Source: an optimization exercise on an open RTL-to-GDS flow (aim: small area and few clock cycles per item). Production flows keep margins and buffers that such runs may drop.
The RTL was checked by simulation tests, not by an equivalence proof against the original design.
No activity file was given, so power comes from the tool's default toggle rates.

==> flow/design.v (outline; a module is shown in full before it is edited, if it fits) <==
// module ldr_mac: 1915 lines
// module ldr_cmp: 22 lines
// module light_dimmer_ramp_controller: 214 lines
module light_dimmer_ramp_controller
(
    input  wire logic        i_clk,
    input  wire logic        i_rst_n,
    input  wire logic        in_valid,
    output logic             in_ready,
    input  wire logic        in_op,
    input  wire logic [1:0]  in_port,
    input  wire logic        in_payload_on,
    input  wire logic [15:0] in_level_value,
    input  wire logic        in_readback_ok,
    output logic             out_valid,
    input  wire logic        out_ready,
    output logic             out_write_valid,
    output logic      [15:0] out_write_level,
    output logic             out_ramp_running,
    input  wire logic        psel,
    input  wire logic        penable,
    input  wire logic        pwrite,
    input  wire logic [4:0]  paddr,
    input  wire logic [31:0] pwdata,
    output logic      [31:0] prdata,
    output logic             pready
);
  // ...
==> flow/run.sh <==
#!/bin/bash
# synth_recipe.tcl (not shown) runs the flow's synth.tcl, then flattens the netlist and writes it again
# the make line also repeats each setting of config.mk as NAME=value (left out here)
make -C /OpenROAD-flow-scripts/flow DESIGN_CONFIG=/design/flow/config.mk WORK_HOME=/design/flow/orfs CLKGATE_MAP_FILE= SYNTH_SCRIPT=/design/flow/synth_recipe.tcl finish
==> flow/config.mk <==
export PLATFORM = sky130hd
export DESIGN_NAME = light_dimmer_ramp_controller
export DESIGN_NICKNAME = light_dimmer_ramp_controller
export VERILOG_FILES = /design/flow/design.v
export SDC_FILE = /design/flow/constraint.sdc
export NUM_CORES = 4
export LEC_CHECK = 0
export CAP_MARGIN = 20
export CORE_MARGIN = 2
export CORE_UTILIZATION = 40
export SLEW_MARGIN = 20
==> flow/constraint.sdc <==
create_clock -name core_clock -period 15.0 [get_ports {i_clk}]
set_input_delay 3.0000 -clock core_clock [delete_from_list [all_inputs] [get_ports {i_clk}]]
set_output_delay 3.0000 -clock core_clock [all_outputs]
set_load 0.01 [all_outputs]
==> results.yml, run 1 <==
cts:
  cts.sinks: 122
  cts.path.max_buffers: 2
  cts_tree: "done"
  ctsHoldBuffers: 0
  htree_levels: 4
  post-cts-setup-buffers: 0
detailed_routing:
  ant_nets: 0
  drt_iter0_drc: 1301
  wl_met3_mm: 4.18
  wl_per_cell_um: 21.3
  top_layer: "met4"
grt:
  grt_overflow: 0
  globalRoute.busiestLayer: "met2"
yosys:
  synthMuxAreaShare_pct: 2.80
  synth.top_cell.area_share_pct: 27.3
  synth_most_common_cell: "nand2_1"
  syn_area_um2: 17000
  synthTopCellsByArea: "fa_1 27%, dfxtp_1 14%, ha_1 8.3%"
  synthSimpleGateAreaFrac_pct: 19.0
placed_design:
  gp_congestion: 0.941
  port_buffers: 82
  post-dp-hpwl_mm: 43.9
power:
  peakVddDrop_v: 0.0000754
  comb_power_share_pct: 31.6
  seqPwrFrac_pct: 29.4
timing:
  tightest_slew_ns: 1.07
  final_hold_viol_count: 0
  clock_skew_ns: 0.00845
finish:
  drive_gt1_share_pct: 4.55
  fillCellCount: 4131
  layout_commonest_cell: "nand2_1"
  syn2layout_area_growth_pct: 11.4
die:
  taps: 539
  io_pins: 118
min_path:
  min_from: "r_lvl[4]"
  whs_endpoint: "r_lvl[4]"
run_status:
  status: "timing/DRC/antenna clean"
Testbench counts, summed over its fixed seeds: cycles 25,664, items 25,600.
==> inputs of run 2 (changes only) <==
--- a/flow/config.mk
+++ b/flow/config.mk
@@ -5,6 +5,7 @@
 export SDC_FILE = /design/flow/constraint.sdc
 export NUM_CORES = 4
 export LEC_CHECK = 0
+export ABC_AREA = 1
 export CAP_MARGIN = 20
 export CORE_MARGIN = 2
 export CORE_UTILIZATION = 40
==> run 2 against run 1 <==
Compared with the run above:
- global-route usage grew 2.9 points
- die area down 0.79%
- critical path depth grew 7
- combinational power grew 84%
- register-to-register slack improved by 0.86 ns
- design area decreased by 1.4%
- cell count rose by 9.0%
- non-clock buffer count fell by 3
- largest cell class unchanged
==> results.yml, run 2 <==
yosys:
  synth_seq_cells: 122
  synth.top_cell.area_share_pct: 27.5
  synth-edff-count: 0
  yosys.area.top_type: "fa_1"
  ys_seq_area_share_pct: 14.5
  ys_warn_count: 1
  synthTopCellsByCount: "440 x inv_1, 434 x nand2_1, 288 x nor2_1"
  postSynthAreaPerCell_um2: 7.26
  synth_cell_type_count: 50
  synthFlopType: "dfxtp_1"
  syn_inst: 2327
  ys_async_sr_fraction_pct: 0
  synthTopCellsByArea: "fa_1 28%, dfxtp_1 14%, inv_1 9.8%"
  syn_area_um2: 16900
  synth_most_common_cell: "inv_1"
grt:
  grt_pass1_vias: 15926
  grt_max_degree: 78
  antenna_found_initial: 0
  grt_overflow: 0
  grt_usage_pct: 29.2
  grt_pass1_wl_mm: 95.3
detailed_routing:
  wl_per_cell_um: 21.8
  drt_iter0_drc: 1568
  routed_wl_mm: 63.6
  firstDrtPassIters: 5
  ant_nets: 0
  drt_drc_violations_left: 0
  num_vias: 16070
  drt-vias-per-instance: 5.52
cts:
  cts_tree: "done"
  numCtsBuffers: 17
  clk_pin_slew_ns: 0.06
  htree_levels: 4
  ctsHoldBuffers: 0
  cts.sinks: 122
  insertion_delay_ns: 0.44
  post-cts-setup-buffers: 0
  cts.repair.resized: 0
  clock-root-buffer: "clkbuf_16"
  cts.path.max_buffers: 2
die:
  num_rows: 75
  coreArea_um2: 41800
  dieHeight_um: 209
  die_x_um: 209
  die_area_um2: 43900
  start_util_pct: 40.4
  io_pins: 118
worst_setup_path:
  cp-startpoint: "in_op"
  critical_path.endpoint: "r_rem[9]"
  required_ns: 15.35
  path_depth: 46
  r2r_cells: 45
  worstReg2RegEnd: "r_rem[9]"
  critPathLaunchType: "primary input"
  r2r_setup_slack_ns: 5.28
  crit_type: "in -> reg"
  worst-path-buf-inv: 11
  cpPeakStageDelay_ns: 0.97
  worstPathArrival_ns: 13.45
  critPathTopFamily: "adder cells"
  cp-end-kind: "flip-flop"
  reg2reg_from: "r_lvl[7]"
  cp_slowest_cell: "o21ai_1"
  cpMostUsedCell: "nand2_1"
  critical_path.max_fanout: 32
timing:
  report.final.slew_viol_count: 0
  rsz0062_at_grt: "no"
  timing.final.crit_share_pct: 87.4
  whs_ns: 0.487
  slew_headroom_pct: 21.8
  setup_viol: 0
  clock_skew_ns: 0.0120
  clock.fmax_mhz: 76.3
  tightest_slew_ns: 1.17
  final_hold_viol_count: 0
  setup_tns_ns: 0
  setup_slack_ns: 1.90
  finalCriticalPeriod_ns: 13.10
finish:
  layout_commonest_cell: "inv_1"
  n_antenna_cell: 0
  fillCellCount: 4249
  fin_util_pct: 44.8
  nets: 2771
  drive_gt1_share_pct: 3.92
  final_cell_mix: "440 x inv_1, 434 x nand2_1, 288 x nor2_1"
  syn2layout_area_growth_pct: 10.8
min_path:
  hp-class: "reg -> reg"
placed_design:
  port_buffers: 82
  gp_congestion: 0.952
  dp_slack_ns: 1.47
  post-dp-hpwl_mm: 50.9
power:
  power.density_nw_per_um2: 75.5
  peakVddDrop_v: 0.0000897
  leakage_nw: 8.58
run_status:
  status: "timing/DRC/antenna clean"
run:
  drv_cap: 0
==> run 2: metal layers <==
layer / wire, um / track usage (%)
met1: 25700 / 38.9
met2: 28800 / 46.7
met3: 5570 / 4.00
met4: 3610 / 15.0
met5: 0 / 0
==> run 2: kinds of logic (layout without fill, tap and decap cells) <==
family	count (synthesis)	in the layout	synth area share, %
compound gates	406	406	13.9
xor+xnor	39	39	2.02
fa+ha+maj	345	345	35.9
buf+inv	572	604	13.3
flops	122	122	14.5
other cells	2	17	0.0445
simple gates	841	841	20.3
==> run 2: stage by stage <==
step	power (W)	area [um^2]	cells
2_1_floorplan	0.000769	16900	2342
3_3_place_gp	0.00100	18200	2881
3_5_place_dp	0.00101	18200	2881
4_1_cts	0.00140	18700	2913
5_1_grt	0.00149	18700	2913
6_report	0.00141	18700	2913
==> run 2: how the worst min path moves through the flow <==
stage               from  depth (start not counted)  slack (ns)        end
3_5_place_dp    r_lvl[4]                          2        0.48   r_lvl[4]
2_1_floorplan  c_mode[0]                          2        0.45  c_mode[0]
3_3_place_gp    r_lvl[9]                          2        0.47   r_lvl[9]
4_1_cts         c_off[1]                          2        0.49   c_off[1]
5_1_grt        r_lvl[10]                          2        0.51  r_lvl[10]
6_report        r_lvl[8]                          2        0.49   r_lvl[8]
==> run 2: layout make-up <==
class	instances	area, um^2	share of cell area, %
multi-input combinational	1648	12300	65.5
timing repair buffer	115	1060	5.69
sequential	122	2440	13.1
clock inverter	14	113	0.602
inverter	457	1720	9.20
tap	539	674	3.61
clock buffer	18	439	2.35
==> run 2: worst register-to-register path: cells and delay by family, from the launching register on <==
kind                     cells  cell delay (ns)
adder cells (fa/ha/maj)      8             3.41
flip-flops                   1             0.32
AND/OR/NAND/NOR             20             2.27
XOR/XNOR                     1             0.32
buffers and inverters       10             1.48
AO/OA/AOI/OAI                6             1.86
==> run 2: where the power goes <==
part	switching [W]	total [W]	internal [W]
logic	0.000462	0.000668	0.000206
registers	0.0000137	0.000348	0.000334
clock network	0.000176	0.000395	0.000219
==> inputs of run 3 (changes only) <==
--- a/flow/config.mk
+++ b/flow/config.mk
@@ -5,8 +5,9 @@
 export SDC_FILE = /design/flow/constraint.sdc
 export NUM_CORES = 4
 export LEC_CHECK = 0
-export ABC_AREA = 1
 export CAP_MARGIN = 20
 export CORE_MARGIN = 2
 export CORE_UTILIZATION = 40
+export CTS_BUF_LIST = sky130_fd_sc_hd__clkbuf_8
+export CTS_CLUSTER_SIZE = 30
 export SLEW_MARGIN = 20
==> run 3 against run 2 <==
Compared with the run above:
- still clean on timing, DRC and antenna
- power shrank 26%
- via count decreased by 7.5%
- synthesized cell count shrank 10%
- clock-buffer cell count grew 1
- combinational power fell by 46%
- routed wire length down 10%
- sequential cell count stayed put
- largest cell class unchanged
- highest routed layer unchanged
==> results.yml, run 3 <==
run_status:
  status: "timing/DRC/antenna clean"
placed_design:
  dpl_cell_area_um2: 18300
  dpl.cell_count: 2639
  port_buffers: 82
  post-dp-hpwl_mm: 43.9
  gp_congestion: 0.941
finish:
  final_cell_mix: "373 x nand2_1, 326 x inv_1, 232 x fa_1"
  design_area_um2: 18800
  n_antenna_cell: 0
  syn2layout_area_growth_pct: 10.3
  layout_commonest_cell: "nand2_1"
  fillCellCount: 4168
  fin_util_pct: 44.7
  fin_cells: 2672
  drive_gt1_share_pct: 4.55
  nets: 2530
yosys:
  synthFlopType: "dfxtp_1"
  yosys.area.top_type: "fa_1"
  postSynthAreaPerCell_um2: 8.14
  synth.top_cell.area_share_pct: 27.3
  synth_cell_type_count: 69
  synth_most_common_cell: "nand2_1"
  ys_warn_count: 1
  synthTopCellsByArea: "fa_1 27%, dfxtp_1 14%, ha_1 8.3%"
  synth_seq_cells: 122
  synth-edff-count: 0
  syn_inst: 2092
  ys_seq_area_share_pct: 14.3
  ys_async_sr_fraction_pct: 0
  synthTopCellsByCount: "373 x nand2_1, 324 x inv_1, 232 x fa_1"
  syn_area_um2: 17000
die:
  start_util_pct: 40.6
  coreArea_um2: 41900
  dieHeight_um: 210
  num_rows: 75
  die_x_um: 210
  io_pins: 118
  die_area_um2: 44200
timing:
  setup_viol: 0
  clock_skew_ns: 0.0107
  timing.final.crit_share_pct: 91.4
  report.final.slew_viol_count: 0
  setup_tns_ns: 0
  finalCriticalPeriod_ns: 13.71
  tightest_slew_ns: 1.09
  clock.fmax_mhz: 73.0
  slew_headroom_pct: 26.7
  final_hold_viol_count: 0
  rsz0062_at_grt: "no"
worst_setup_path:
  critPathLaunchType: "primary input"
  worst-path-buf-inv: 7
  critPathTopFamily: "adder cells"
  cpMostUsedCell: "fa_1"
  cpPeakStageDelay_ns: 0.84
  crit_type: "in -> reg"
  required_ns: 15.40
  critical_path.max_fanout: 17
  worstPathArrival_ns: 14.11
  cp-end-kind: "flip-flop"
  cp_slowest_cell: "nor2b_1"
grt:
  grt_usage_pct: 26.2
  grt_pass1_vias: 15189
  grt_overflow: 0
  grt_max_degree: 110
  antenna_found_initial: 0
  grt_pass1_wl_mm: 88.2
cts:
  cts.repair.resized: 0
  post-cts-setup-buffers: 0
  insertion_delay_ns: 0.47
  ctsHoldBuffers: 0
  cts_tree: "done"
  clock-root-buffer: "clkbuf_8"
  cts.sinks: 122
  htree_levels: 4
  clk_pin_slew_ns: 0.08
  cts.path.max_buffers: 2
  numCtsBuffers: 17
detailed_routing:
  wl_per_cell_um: 21.3
  drt_iter0_drc: 1293
  drt_drc_violations_left: 0
  drt-vias-per-instance: 5.57
  routed_wl_mm: 57.0
  num_vias: 14870
  ant_nets: 0
  firstDrtPassIters: 12
run:
  drv_cap: 0
power:
  leakage_nw: 7.91
  power.density_nw_per_um2: 55.3
  peakVddDrop_v: 0.0000575
min_path:
  hp-class: "reg -> reg"
-- run 3: cells by family after synthesis --
kind of cell,count (synthesis),synth area share (%)
DFF,122,14.3
other,2,0.0441
AOI/OAI and AO/OA,393,15.8
adders and majority gates,345,35.6
and+or+nand+nor,700,19.0
xor gates and xnor gates,40,2.10
muxes,42,2.80
buffers and inverters,448,10.3
-- run 3: per-layer routing --
metal | up-vias | global-route usage, % | wire (um)
li1 | 6749 | - | -
met1 | 7384 | 35.6 | 24400
met2 | 626 | 42.8 | 26200
met3 | 111 | 3.72 | 4320
met4 | 0 | 9.49 | 2120
met5 | - | 0 | 0
-- run 3: final timing paths --
path         startpoint        to  slack, ns  cells after the start
max               in_op  r_rem[9]       1.29                     39
min            r_lvl[4]  r_lvl[4]       0.47                      2
max reg2reg   r_lvl[10]  r_rem[9]       4.46                     35
min reg2reg    r_lvl[4]  r_lvl[4]       0.47                      2
-- run 3: layout make-up --
type	instances	area [um^2]	area share, %
clock inverter	13	176	0.940
inverter	324	1220	6.48
tap	539	674	3.59
timing repair buffer	118	1080	5.77
clock buffer	19	262	1.39
sequential	122	2440	13.0
multi-input combinational	1537	12900	68.8
-- run 3: where the power goes --
| part | internal [W] | total, W | switching [W] | leakage, nW |
|---|---|---|---|---|
| Clock | 0.000188 | 0.000338 | 0.000150 | 0.216 |
| Sequential | 0.000328 | 0.000337 | 0.00000898 | 0.986 |
| Combinational | 0.000136 | 0.000363 | 0.000227 | 6.71 |
| Total | 0.000653 | 0.00104 | 0.000386 | 7.91 |
-- run 3: worst min-delay path, cell delays in order, from the launching register on --
cell	delay [ns]
dfxtp_1	0.33
nand2_1	0.05
o2bb2ai_1	0.05
-- run 3: per-stage QoR --
stage | hold slack, ns | setup slack, ns | power [W]
after floorplan | 0.442 | 3.09 | 0.000579
after global placement | 0.456 | 1.06 | 0.000692
after detailed placement | 0.468 | 0.948 | 0.000698
after CTS | 0.479 | 1.39 | 0.00103
after global routing | 0.495 | 0.537 | 0.00108
final | 0.474 | 1.29 | 0.00104

## separate check: timing with driven ports
The flow's constraints put no driver on any port. The routed layouts listed below were extracted and timed again, unchanged, in two steps. Step 1, drivers: a clkbuf_16 drives i_clk and a buf_2 each remaining input, both assumed. Step 2 adds t to the input delays and takes it off the output delays; t is the mean of the earliest and latest rising clock arrival at the registers after step 1. Input paths then give back, and output paths get back, about the clock's delay inside the block. Three values: ideal ports, drivers, drivers and shift; two values: the first two.
run | t (ns) | setup WS [ns] | clock arrival spread, ns | slew at the worst register clock pin (ns)
run 1 | 0.466 | 1.205 / 1.223 / 0.758 | 0.009 / 0.009 | 0.06 / 0.06
run 2 | 0.473 | 1.896 / 1.916 / 1.443 | 0.012 / 0.012 | 0.07 / 0.07
run 3 | 0.502 | 1.293 / 1.309 / 0.808 | 0.011 / 0.011 | 0.08 / 0.08
After both steps every run listed still meets setup and hold. For run 3, which loses most, drivers alone change the setup slack by +0.016 ns; drivers and shift together by -0.485 ns.
